This is an optimization exercise on Yosys and OpenROAD, whose aim is small area, not a production implementation. Function was checked by simulation only, so behaviour that the tests miss may differ from the original. Power is estimated from default activity; no workload was simulated.

== juniper ==
==> flow/design.v (excerpt) <==
module id_stage_pipe
#(
  parameter int XLEN = 32,
  parameter int NREG = 32
) (
  input  logic            clk,
  input  logic            rst,
  input  logic            if_valid,
  input  logic [31:0]     pc_in,
  input  logic [31:0]     inst,
  input  logic            wb_en,
  input  logic [4:0]      wb_addr,
  input  logic [XLEN-1:0] wb_value,
  input  logic            hold,
  input  logic            flush,
  output logic            stall,
  output logic            ex_valid,
  output logic [31:0]     ex_pc,
  output logic            ex_wb_en,
  output logic            ex_mem_read,
  output logic            ex_mem_write,
  output logic [1:0]      ex_br,
  output logic [3:0]      ex_cmd,
  output logic [XLEN-1:0] ex_val1,
  output logic [XLEN-1:0] ex_val2,
  output logic [XLEN-1:0] ex_st_val,
  output logic [4:0]      ex_dest,
  output logic [4:0]      ex_src1,
  output logic [4:0]      ex_src2,
  output logic            ex_src2_used
);
  localparam int AW = $clog2(NREG);
  typedef struct packed {
    logic            valid;
    logic [31:0]     pc;
    logic [5:0]      op;
    logic [10:0]     imm_lo;
    logic [4:0]      rd;
    logic [4:0]      src1;
    logic [4:0]      src2;
  } id_ex_t;
  localparam int EXW = 1 + 32 + 6 + 11 + 5 + 5 + 5;
  id_pkg::ctrl_t        ctrl_s, ex_ctrl_s;
  logic [4:0]           rs_s, rt_s, rd_s;
  logic                 load_use_s, load_s, keep_s, kill_s;
  id_ex_t               ex_next_s, ex_r;
  logic [XLEN-1:0]      ex_val1_r, ex_st_val_r;
  logic [NREG*XLEN-1:0] mem_s;
  logic [NREG-1:0]      sel1_s, sel2_s;
  logic [NREG-1:1]      wdec_s;
  logic [15:0]          ex_imm_s;
  assign ctrl_s = id_pkg::decode(inst[31:26]);
  assign rs_s   = 5'(inst[21 +: AW]);
  assign rt_s   = 5'(inst[16 +: AW]);
  assign rd_s   = 5'(inst[11 +: AW]);
  id_regfile #(.XLEN(XLEN), .NREG(NREG)) u_regfile (
    .clk   (clk),
    .rst   (rst),
    .wen   (wb_en),
    .waddr (wb_addr[AW-1:0]),
    .wdata (wb_value),
    .mem_q (mem_s),
    .wdec  (wdec_s)
  );
  ...
Size in the first run: about 3800 cells after synthesis, roughly 260 I/O pins.
Settings: LEC_CHECK=0, CAP_MARGIN=20, CORE_MARGIN=2, CORE_UTILIZATION=40, CTS_BUF_LIST=sky130_fd_sc_hd__clkbuf_16, CTS_CLUSTER_DIAMETER=100, CTS_CLUSTER_SIZE=22, SLEW_MARGIN=20, SYNTH_HIERARCHICAL=1; clock period 5.0 ns.
standard.sh (not shown) runs the stock make flow with config.mk's settings and CLKGATE_MAP_FILE= SYNTH_SCRIPT=/design/flow/synth_recipe.tcl, a recipe that flattens the netlist after the stock synthesis.
==> flow/flow/run.sh <==
#!/bin/bash
# The standard layout (the standard.sh, unchanged synthesis and steps), with the port
# buffers made from the smallest buffer cell instead of the resizer's default choice.
set -euo pipefail
export BUFFER_PORTS_ARGS="-buffer_cell sky130_fd_sc_hd__buf_1"
bash standard.sh > standard.log 2>&1
Here is what was changed in the inputs of zinc compared with juniper.
- CTS_CLUSTER_SIZE: 22 -> 30
- CTS_BUF_LIST: sky130_fd_sc_hd__clkbuf_16 -> unset
- CTS_CLUSTER_DIAMETER: 100 -> 50
Results
zinc: all stages complete, timing, DRC and antenna checks passed
Wire length of the first global-routing pass (zinc vs. juniper) increases slightly
zinc against juniper: top achievable clock speed now sits higher; final routed DRC violation total held; wire length climbed 0.90%; power grew by 0.0036 W; combinational cell fraction of total power decreased 1.3 points.
In the tables for zinc and juniper, met1 routed wirelength after detailed routing reads higher with zinc.
Across both runs, via count of the first global-routing pass was higher for zinc than for juniper.
zinc against juniper: share of the clock period used by the worst path after layout shows a reduction of 1.3 points, global-route usage shows an increase of 0.33 points.
For maple, these inputs were changed with respect to zinc:
- CTS_CLUSTER_SIZE: 30 -> 22
- CTS_BUF_LIST: unset -> sky130_fd_sc_hd__clkbuf_16
- CTS_CLUSTER_DIAMETER: 50 -> 100
- PLACE_DENSITY: unset -> 0.75
Having completed the whole flow, maple delivered a layout that passed the timing, DRC and antenna checks.
| filler-free cell count of the finished design | maple vs zinc | about 2.3% lower |
Taking maple as 1.0, zinc lands at 1.05 on worst ir drop on vdd.
Via density per instance was higher in maple than in zinc.
Of zinc and maple, the run reporting the higher clock network power share was zinc.
Wire: maple routes less than zinc
Relative to maple, the following input files were edited for sierra:
- CTS_CLUSTER_SIZE: 22 -> 26
- PLACE_DENSITY: 0.75 -> unset
- SLEW_MARGIN: 20 -> 0
- CAP_MARGIN: 20 -> 0
Notes after the runs:
Having completed the whole flow, sierra delivered a layout that passed the timing, DRC and antenna checks.
ex_val2[23] as the timing endpoint of the critical path was reported by maple, and ex_val2[27] by sierra.
Side by side, layout overhead on the synthesized area turned out lower in sierra than in maple.
sierra has sequential share of layout area above what maple had.
Going from maple to sierra, worst hold margin shows no meaningful change; maximum ir drop on the vdd rail shows a reduction of about 7%; diode insertion count for antenna repair shows a reduction of 3; core utilization shows a reduction of 0.22 points.
Comparing maple and sierra, fmax is lower on sierra.
[compare] base=maple new=sierra: wire length of the first global-routing pass shows an increase of 3.1%; fraction of standard cell area in multi-input logic now larger; detailed-route wire length per cell up 5.5%.

==> re-timing with driven ports <==
How much do the figures lean on ideal ports? The routed layouts below were timed once more, with nothing changed but the port constraints.
Step 1: set_driving_cell puts a clkbuf_16 on clk and a buf_2 on each other input, an assumption about the parent block.
Step 2 also shifts input and output timing later by t, the mid clock arrival at the registers, as if the neighbouring blocks saw the same clock.
Slacks: no drivers / after step 1 / after step 2; pairs: no drivers / after step 1.
| run | t, ns | setup WS [ns] | hold WS [ns] | clock arrival spread, ns | pins driven straight from the clock port |
|---|---|---|---|---|---|
| juniper | 0.805 | 0.483 / 0.402 / 0.502 | 0.471 / 0.432 / 0.471 | 0.071 / 0.071 | 1 |
| zinc | 0.813 | 0.546 / 0.464 / 0.485 | 0.467 / 0.446 / 0.467 | 0.063 / 0.064 | 1 |
| maple | 0.790 | 0.961 / 0.877 / 0.263 | 0.476 / 0.430 / 0.476 | 0.077 / 0.077 | 1 |
| sierra | 0.780 | 0.577 / 0.500 / 0.533 | 0.475 / 0.439 / 0.475 | 0.048 / 0.048 | 1 |
After both steps setup and hold are still met in every run listed. The setup slack of maple, which loses most, moves by -0.084 ns with the drivers and by -0.698 ns with both steps.
